This design comes from an exercise in tuning for small area on the open sky130 flow, not from production work.
In this exercise RTL edits were held to simulation tests only and were not proved equivalent to the original.
No activity file was given, so power comes from the tool's default toggle rates.

==> job 7927 <==
==> flow/design.v <==
package regfile_pkg;
    localparam int DEF_XLEN  = 32;
    localparam int DEF_NREGS = 32;
    localparam int DEF_NRP   = 2;
    function automatic int port_lo(input int k, input int w);
        port_lo = k * w;
    endfunction
endpackage
import regfile_pkg::*;
module regfile_scoreboard
#(
    parameter int NREGS    = DEF_NREGS,
    parameter int AW       = $clog2(NREGS)
) (
    input  logic             clk,
    input  logic             reset,
    input  logic [NREGS-1:1] clr_n,      
    input  logic             rsv_en,
    input  logic [AW-1:0]    rsv_addr,
    output logic [NREGS-1:1] busy,
    output logic             any_busy
);
    logic [NREGS-1:1] set_hit;
    logic [NREGS-1:1] busy_nx;
    regfile_dec #(.AW(AW), .NREGS(NREGS)) u_dec_rsv (.en(rsv_en), .a(rsv_addr), .y(set_hit));
    assign busy_nx = {(NREGS-1){~reset}} & (set_hit | (busy & clr_n));
    always_ff @(posedge clk) begin
        busy     <= busy_nx;
        any_busy <= |busy_nx;
    end
endmodule
import regfile_pkg::*;
module regfile_mp
#(
    parameter int XLEN     = DEF_XLEN,
    parameter int NREGS    = DEF_NREGS,
    parameter int AW       = $clog2(NREGS),
    parameter int NRP      = DEF_NRP
) (
    input  logic                clk,
    input  logic                reset,
    input  logic                wen0,
    input  logic [AW-1:0]       waddr0,
    input  logic [XLEN-1:0]     wdata0,
    input  logic                wen1,
    input  logic [AW-1:0]       waddr1,
    input  logic [XLEN-1:0]     wdata1,
    input  logic [NRP*AW-1:0]   raddr,
    output logic [NRP*XLEN-1:0] rdata,
    output logic [NRP-1:0]      rbusy,
    input  logic                rsv_en,
    input  logic [AW-1:0]       rsv_addr,
    output logic                any_busy
);
    logic [NREGS*XLEN-1:XLEN]    mem;       
    logic [NREGS-1:1]            valid;
    localparam int NH = 2;
    localparam int HW = XLEN / NH;
    logic [NH*(NREGS-1)-1:0]     d0;        
    logic [NH*(NREGS-1)-1:0]     d1;        
    logic [NH*(NREGS-1)-1:0]     we0;
    logic [NH*(NREGS-1)-1:0]     hold;
    logic [XLEN-1:0]             nwdata0;
    logic [XLEN-1:0]             nwdata1;
    logic [NREGS-1:1]            vsel;      
    logic [NRP*(NREGS-1)-1:0]    rdec;      
    logic [NRP*XLEN-1:0]         rdata_d;
    logic [NREGS-1:1]            busy;
    logic [NRP-1:0]              rbusy_d;
    genvar gr, gk, gb, gh;
    generate
        for (gb = 0; gb < XLEN; gb++) begin : g_nwd
            regfile_inv u_inv0 (.a(wdata0[gb]), .y(nwdata0[gb]));
            regfile_inv u_inv1 (.a(wdata1[gb]), .y(nwdata1[gb]));
        end
        for (gh = 0; gh < NH; gh++) begin : g_half
            regfile_dec #(.AW(AW), .NREGS(NREGS)) u_dec_w0 (
                .en (wen0), .a (waddr0), .y (d0[gh * (NREGS-1) +: NREGS-1])
            );
            regfile_dec #(.AW(AW), .NREGS(NREGS)) u_dec_w1 (
                .en (wen1), .a (waddr1), .y (d1[gh * (NREGS-1) +: NREGS-1])
            );
            for (gr = 1; gr < NREGS; gr++) begin : g_reg
                localparam int I = gh * (NREGS-1) + gr - 1;
                regfile_wen u_wen (
                    .d0   (d0[I]),
                    .d1   (d1[I]),
                    .we0  (we0[I]),
                    .hold (hold[I])
                );
            end
        end
        for (gr = 1; gr < NREGS; gr++) begin : g_reg
            for (gb = 0; gb < XLEN; gb++) begin : g_bit
                localparam int I = (gb / HW) * (NREGS-1) + gr - 1;
                regfile_bit u_bit (
                    .clk  (clk),
                    .we1  (d1[I]),
                    .nd1  (nwdata1[gb]),
                    .we0  (we0[I]),
                    .nd0  (nwdata0[gb]),
                    .hold (hold[I]),
                    .q    (mem[gr * XLEN + gb])
                );
            end
            always_ff @(posedge clk) begin
                if (reset) begin
                    valid[gr] <= 1'b0;
                end else if (!hold[gr-1]) begin
                    valid[gr] <= 1'b1;
                end
            end
            assign vsel[gr] = valid[gr] & ~reset;
        end
    endgenerate
    generate
        for (gk = 0; gk < NRP; gk++) begin : g_rport
            logic [AW-1:0]    a;
            logic [NH*(NREGS-1)-1:0] sel;
            logic             nz;
            logic             h1;       
            logic             h0;       
            logic             hn;       
            logic             hs;       
            logic             bsy;
            assign a  = raddr[gk * AW +: AW];
            assign nz = ~reset & (a != '0);
            assign h1 = nz & wen1 & (waddr1 == a);
            assign h0 = nz & wen0 & (waddr0 == a) & ~h1;
            assign hn = ~(h1 | h0);
            assign hs = nz & rsv_en & (rsv_addr == a);
            regfile_dec #(.AW(AW), .NREGS(NREGS)) u_dec_r (
                .en (1'b1),
                .a  (a),
                .y  (rdec[gk * (NREGS-1) +: NREGS-1])
            );
            for (gh = 0; gh < NH; gh++) begin : g_half
                for (gr = 1; gr < NREGS; gr++) begin : g_sel
                    regfile_and3 u_sel (
                        .a (rdec[gk * (NREGS-1) + gr - 1]),
                        .b (vsel[gr]),
                        .c (hn),
                        .y (sel[gh * (NREGS-1) + gr - 1])
                    );
                end
            end
            for (gb = 0; gb < XLEN; gb++) begin : g_bit
                logic [NREGS-1:1] col;
                for (gr = 1; gr < NREGS; gr++) begin : g_col
                    assign col[gr] = mem[gr * XLEN + gb];
                end
                regfile_rdsel_f #(.N(NREGS-1)) u_rd (
                    .sel (sel[(gb / HW) * (NREGS-1) +: NREGS-1]),
                    .d   (col),
                    .h1  (h1),
                    .d1  (wdata1[gb]),
                    .h0  (h0),
                    .d0  (wdata0[gb]),
                    .y   (rdata_d[gk * XLEN + gb])
                );
            end
            regfile_rdsel #(.N(NREGS-1)) u_rdb (
                .sel (rdec[gk * (NREGS-1) +: NREGS-1]),
                .d   (busy),
                .y   (bsy)
            );
            assign rbusy_d[gk] = hs | (hn & ~reset & bsy);
        end
    endgenerate
    always_ff @(posedge clk) begin
        rdata <= rdata_d;
        rbusy <= rbusy_d;
    end
    regfile_scoreboard #(
        .NREGS    (NREGS)
    ) u_sb (
        .clk      (clk),
        .reset    (reset),
        .clr_n    (hold[NREGS-2:0]),
        .rsv_en   (rsv_en),
        .rsv_addr (rsv_addr),
        .busy     (busy),
        .any_busy (any_busy)
    );
endmodule
module regfile_wen (
    input  logic d0,
    input  logic d1,
    output logic we0,
    output logic hold
);
    assign we0  = d0 & ~d1;
    assign hold = ~(d0 | d1);
endmodule
module regfile_inv (
    input  logic a,
    output logic y
);
    assign y = ~a;
endmodule
module regfile_and2 (
    input  logic a,
    input  logic b,
    output logic y
);
    assign y = a & b;
endmodule
module regfile_bit (
    input  logic clk,
    input  logic we1,
    input  logic nd1,
    input  logic we0,
    input  logic nd0,
    input  logic hold,
    output logic q
);
    logic nq;
    assign nq = ~q;
    always_ff @(posedge clk) begin
        q <= ~((we1 & nd1) | (we0 & nd0) | (hold & nq));
    end
endmodule
module regfile_dec
#(
    parameter int AW    = 5,
    parameter int NREGS = 32
) (
    input  logic             en,
    input  logic [AW-1:0]    a,
    output logic [NREGS-1:1] y
);
    genvar gr;
    generate
        for (gr = 1; gr < NREGS; gr++) begin : g_y
            assign y[gr] = en && (a == AW'(gr));
        end
    endgenerate
endmodule
module regfile_rdsel
#(
    parameter int N = 31
) (
    input  logic [N:1] sel,
    input  logic [N:1] d,
    output logic       y
);
    localparam int NG3  = N / 3;
    localparam int NREM = N % 3;
    localparam int NG   = NG3 + (NREM != 0 ? 1 : 0);
    logic [NG-1:0] n;
    genvar gg;
    generate
        for (gg = 0; gg < NG3; gg++) begin : g_grp
            regfile_aoi222 u_aoi (
                .a1 (sel[3*gg + 1]), .a2 (d[3*gg + 1]),
                .b1 (sel[3*gg + 2]), .b2 (d[3*gg + 2]),
                .c1 (sel[3*gg + 3]), .c2 (d[3*gg + 3]),
                .y  (n[gg])
            );
        end
        if (NREM == 1) begin : g_last1
            assign n[NG-1] = ~(sel[N] & d[N]);
        end else if (NREM == 2) begin : g_last2
            assign n[NG-1] = ~((sel[N-1] & d[N-1]) | (sel[N] & d[N]));
        end
    endgenerate
    regfile_nand_or #(.N(NG)) u_or (
        .n (n),
        .y (y)
    );
endmodule
module regfile_rdsel_f
#(
    parameter int N = 31
) (
    input  logic [N:1] sel,
    input  logic [N:1] d,
    input  logic       h1,
    input  logic       d1,
    input  logic       h0,
    input  logic       d0,
    output logic       y
);
    localparam int NG3  = N / 3;
    localparam int NREM = N % 3;
    localparam int NG   = NG3 + (NREM == 2 ? 1 : 0);
    logic [NG:0] n;
    genvar gg;
    generate
        for (gg = 0; gg < NG3; gg++) begin : g_grp
            regfile_aoi222 u_aoi (
                .a1 (sel[3*gg + 1]), .a2 (d[3*gg + 1]),
                .b1 (sel[3*gg + 2]), .b2 (d[3*gg + 2]),
                .c1 (sel[3*gg + 3]), .c2 (d[3*gg + 3]),
                .y  (n[gg])
            );
        end
        if (NREM == 2) begin : g_last2
            regfile_aoi22 u_last (
                .a1 (sel[N-1]), .a2 (d[N-1]),
                .b1 (sel[N]),   .b2 (d[N]),
                .y  (n[NG-1])
            );
        end
        if (NREM == 1) begin : g_fwd3
            regfile_aoi222 u_fwd (
                .a1 (h1), .a2 (d1),
                .b1 (h0), .b2 (d0),
                .c1 (sel[N]), .c2 (d[N]),
                .y  (n[NG])
            );
        end else begin : g_fwd2
            regfile_aoi22 u_fwd (
                .a1 (h1), .a2 (d1),
                .b1 (h0), .b2 (d0),
                .y  (n[NG])
            );
        end
    endgenerate
    regfile_nand_or #(.N(NG + 1)) u_or (
        .n (n),
        .y (y)
    );
endmodule
module regfile_aoi22 (
    input  logic a1,
    input  logic a2,
    input  logic b1,
    input  logic b2,
    output logic y
);
    assign y = ~((a1 & a2) | (b1 & b2));
endmodule
module regfile_and3 (
    input  logic a,
    input  logic b,
    input  logic c,
    output logic y
);
    assign y = a & b & c;
endmodule
module regfile_aoi222 (
    input  logic a1,
    input  logic a2,
    input  logic b1,
    input  logic b2,
    input  logic c1,
    input  logic c2,
    output logic y
);
    assign y = ~((a1 & a2) | (b1 & b2) | (c1 & c2));
endmodule
module regfile_nand_or
#(
    parameter int N = 11
) (
    input  logic [N-1:0] n,
    output logic         y
);
    assign y = ~&n;
endmodule
module regfile_top (
    input  logic         clk,
    input  logic         reset,
    input  logic         wen0,
    input  logic [4:0]   waddr0,
    input  logic [31:0]  wdata0,
    input  logic         wen1,
    input  logic [4:0]   waddr1,
    input  logic [31:0]  wdata1,
    input  logic [19:0]  raddr,
    output logic [127:0] rdata,
    output logic [3:0]   rbusy,
    input  logic         rsv_en,
    input  logic [4:0]   rsv_addr,
    output logic         any_busy
);
    regfile_mp #(
        .XLEN     (32),
        .NREGS    (32),
        .NRP      (4)
    ) u_rf (
        .clk      (clk),
        .reset    (reset),
        .wen0     (wen0),
        .waddr0   (waddr0),
        .wdata0   (wdata0),
        .wen1     (wen1),
        .waddr1   (waddr1),
        .wdata1   (wdata1),
        .raddr    (raddr),
        .rdata    (rdata),
        .rbusy    (rbusy),
        .rsv_en   (rsv_en),
        .rsv_addr (rsv_addr),
        .any_busy (any_busy)
    );
endmodule
==> flow/flow/run.sh <==
#!/bin/bash
# The standard layout with two changes: plain buffers (buf_2) on the ports instead of the
# delay-cell buffer that buffer_ports picks by default, and after global placement the output
# registers are moved back next to their read logic (pull_outregs.tcl). The make output goes
# to standard.log; each ORFS step writes its own log under orfs/logs.
set -euo pipefail
here=$(cd "$(dirname "$0")" && pwd)
export BUFFER_PORTS_ARGS="-buffer_cell sky130_fd_sc_hd__buf_2"
export POST_GLOBAL_PLACE_TCL="$here/pull_outregs.tcl"
bash standard.sh > standard.log 2>&1
==> flow/flow/pull_outregs.tcl <==
# POST_GLOBAL_PLACE_TCL: the output registers (rdata, rbusy, any_busy) sit between their read
# logic and their output port, and global placement pulls them towards the port, stretching
# the read path's last nets. Move each such register, and the gate driving its D input, to
# the centre of the cells that drive that gate, so the long wire is the one from the
# register to its port, which has slack to spare. Detailed placement legalises them later.
set block [ord::get_db_block]

proc driver_of {net} {
  foreach it [$net getITerms] {
    if {[$it isOutputSignal]} { return [$it getInst] }
  }
  return "NULL"
}

set moved 0
foreach inst [$block getInsts] {
  set n [string map {\\ ""} [$inst getName]]
  if {![string match {u_rf.rdata\[*\]$*} $n] && ![string match {u_rf.rbusy\[*\]$*} $n] &&
      ![string match {u_rf.u_sb.any_busy$*} $n]} {
    continue
  }
  set dnet ""
  foreach it [$inst getITerms] {
    if {[[$it getMTerm] getName] eq "D"} { set dnet [$it getNet] }
  }
  if {$dnet eq "" || $dnet eq "NULL"} continue
  set g [driver_of $dnet]
  if {$g eq "NULL"} continue
  set sx 0
  set sy 0
  set cnt 0
  foreach it [$g getITerms] {
    if {![$it isInputSignal]} continue
    set net [$it getNet]
    if {$net eq "NULL"} continue
    set d [driver_of $net]
    if {$d eq "NULL"} continue
    set bb [$d getBBox]
    incr sx [expr {([$bb xMin] + [$bb xMax]) / 2}]
    incr sy [expr {([$bb yMin] + [$bb yMax]) / 2}]
    incr cnt
  }
  if {$cnt == 0} continue
  set cx [expr {$sx / $cnt}]
  set cy [expr {$sy / $cnt}]
  $g setLocation $cx $cy
  $inst setLocation $cx $cy
  incr moved
}
puts "pull_outregs: moved $moved output registers next to their read logic"
==> flow/standard.sh <==
#!/bin/bash
# synth_recipe.tcl (not shown) runs the flow's synth.tcl, then flattens the netlist and writes it again
# the make line also repeats each setting of config.mk as NAME=value (left out here)
make -C /OpenROAD-flow-scripts/flow DESIGN_CONFIG=/design/flow/config.mk WORK_HOME=/design/flow/orfs CLKGATE_MAP_FILE= SYNTH_SCRIPT=/design/flow/synth_recipe.tcl "${@:-finish}"
==> flow/config.mk <==
export PLATFORM = sky130hd
export DESIGN_NAME = regfile_top
export DESIGN_NICKNAME = regfile_top
export VERILOG_FILES = /design/flow/design.v
export SDC_FILE = /design/flow/constraint.sdc
export NUM_CORES = 4
export LEC_CHECK = 0
export CAP_MARGIN = 20
export CELL_PAD_IN_SITES_DETAIL_PLACEMENT = 2
export CELL_PAD_IN_SITES_GLOBAL_PLACEMENT = 2
export CORE_MARGIN = 2
export CORE_UTILIZATION = 30
export CTS_BUF_LIST = sky130_fd_sc_hd__clkbuf_16
export CTS_CLUSTER_DIAMETER = 80
export CTS_CLUSTER_SIZE = 30
export GPL_TIMING_DRIVEN = 0
export SETUP_SLACK_MARGIN = 0.15
export SLEW_MARGIN = 20
export SYNTH_HIERARCHICAL = 1
export SYNTH_MINIMUM_KEEP_SIZE = 0
==> flow/constraint.sdc <==
create_clock -name core_clock -period 3.6 [get_ports {clk}]
set_input_delay 0.7200 -clock core_clock [delete_from_list [all_inputs] [get_ports {clk}]]
set_output_delay 0.7200 -clock core_clock [all_outputs]
set_load 0.01 [all_outputs]
==> inputs of job 7254, as changes to job 7927 <==
- SETUP_SLACK_MARGIN: 0.15 -> 0.5
==> summary.txt <==
Failing Checks negative setup slack; critical path depth in cells 12; outcome finished with violations; layout cells sized above 1 17.7%; r2r setup slk 0.59 ns; Clk power 0.0130 W; Setup Viol. Count Final 5; setup slack after layout -0.0837 ns
the above is filed under job 7927

==> summary.txt <==
outcome finished with violations; Failing Checks max-capacitance violations, max-slew violations, negative setup slack; Setup Viol. Count Final 22; max-cap viol count 2; Max Slew Vio Count 13; Final Total Pwr 0.0395 W; r2r setup slk 0.29 ns; Comb pwr share 15.8%; setup slack after layout -0.392 ns; Hold Path Sink u_rf.u_sb.busy[3]; layout cells sized above 1 23.4%; Clk power 0.0131 W
the above is filed under job 7254

afterwards: timing with drivers on the ports:
In the flow no input, the clock included, has a driving cell. The finished layouts below were timed again as built, in two steps. Step 1 sets driving cells, clkbuf_16 on the clock port and buf_2 on the other inputs (assumed; they add their load-dependent delay and slew). Step 2 adds t to the input delays and takes it off the output delays; t is the mean of the earliest and latest rising clock arrival at the registers after step 1. Input paths then give back, and output paths get back, about the clock's delay inside the block. a / b / c = ideal / step 1 / step 2; a / b = the first two.
run | t (ns) | setup WS [ns] | slew at the worst register clock pin (ns) | worst slew at a driven data input, ns
job 7927 | 0.903 | -0.084 / -0.083 / -0.986 | 0.10 / 0.10 | 0.10
job 7254 | 0.941 | -0.392 / -0.495 / -1.436 | 0.10 / 0.10 | 0.31
For job 7254, which loses most, drivers alone change the setup slack by -0.103 ns; drivers and shift together by -1.044 ns.
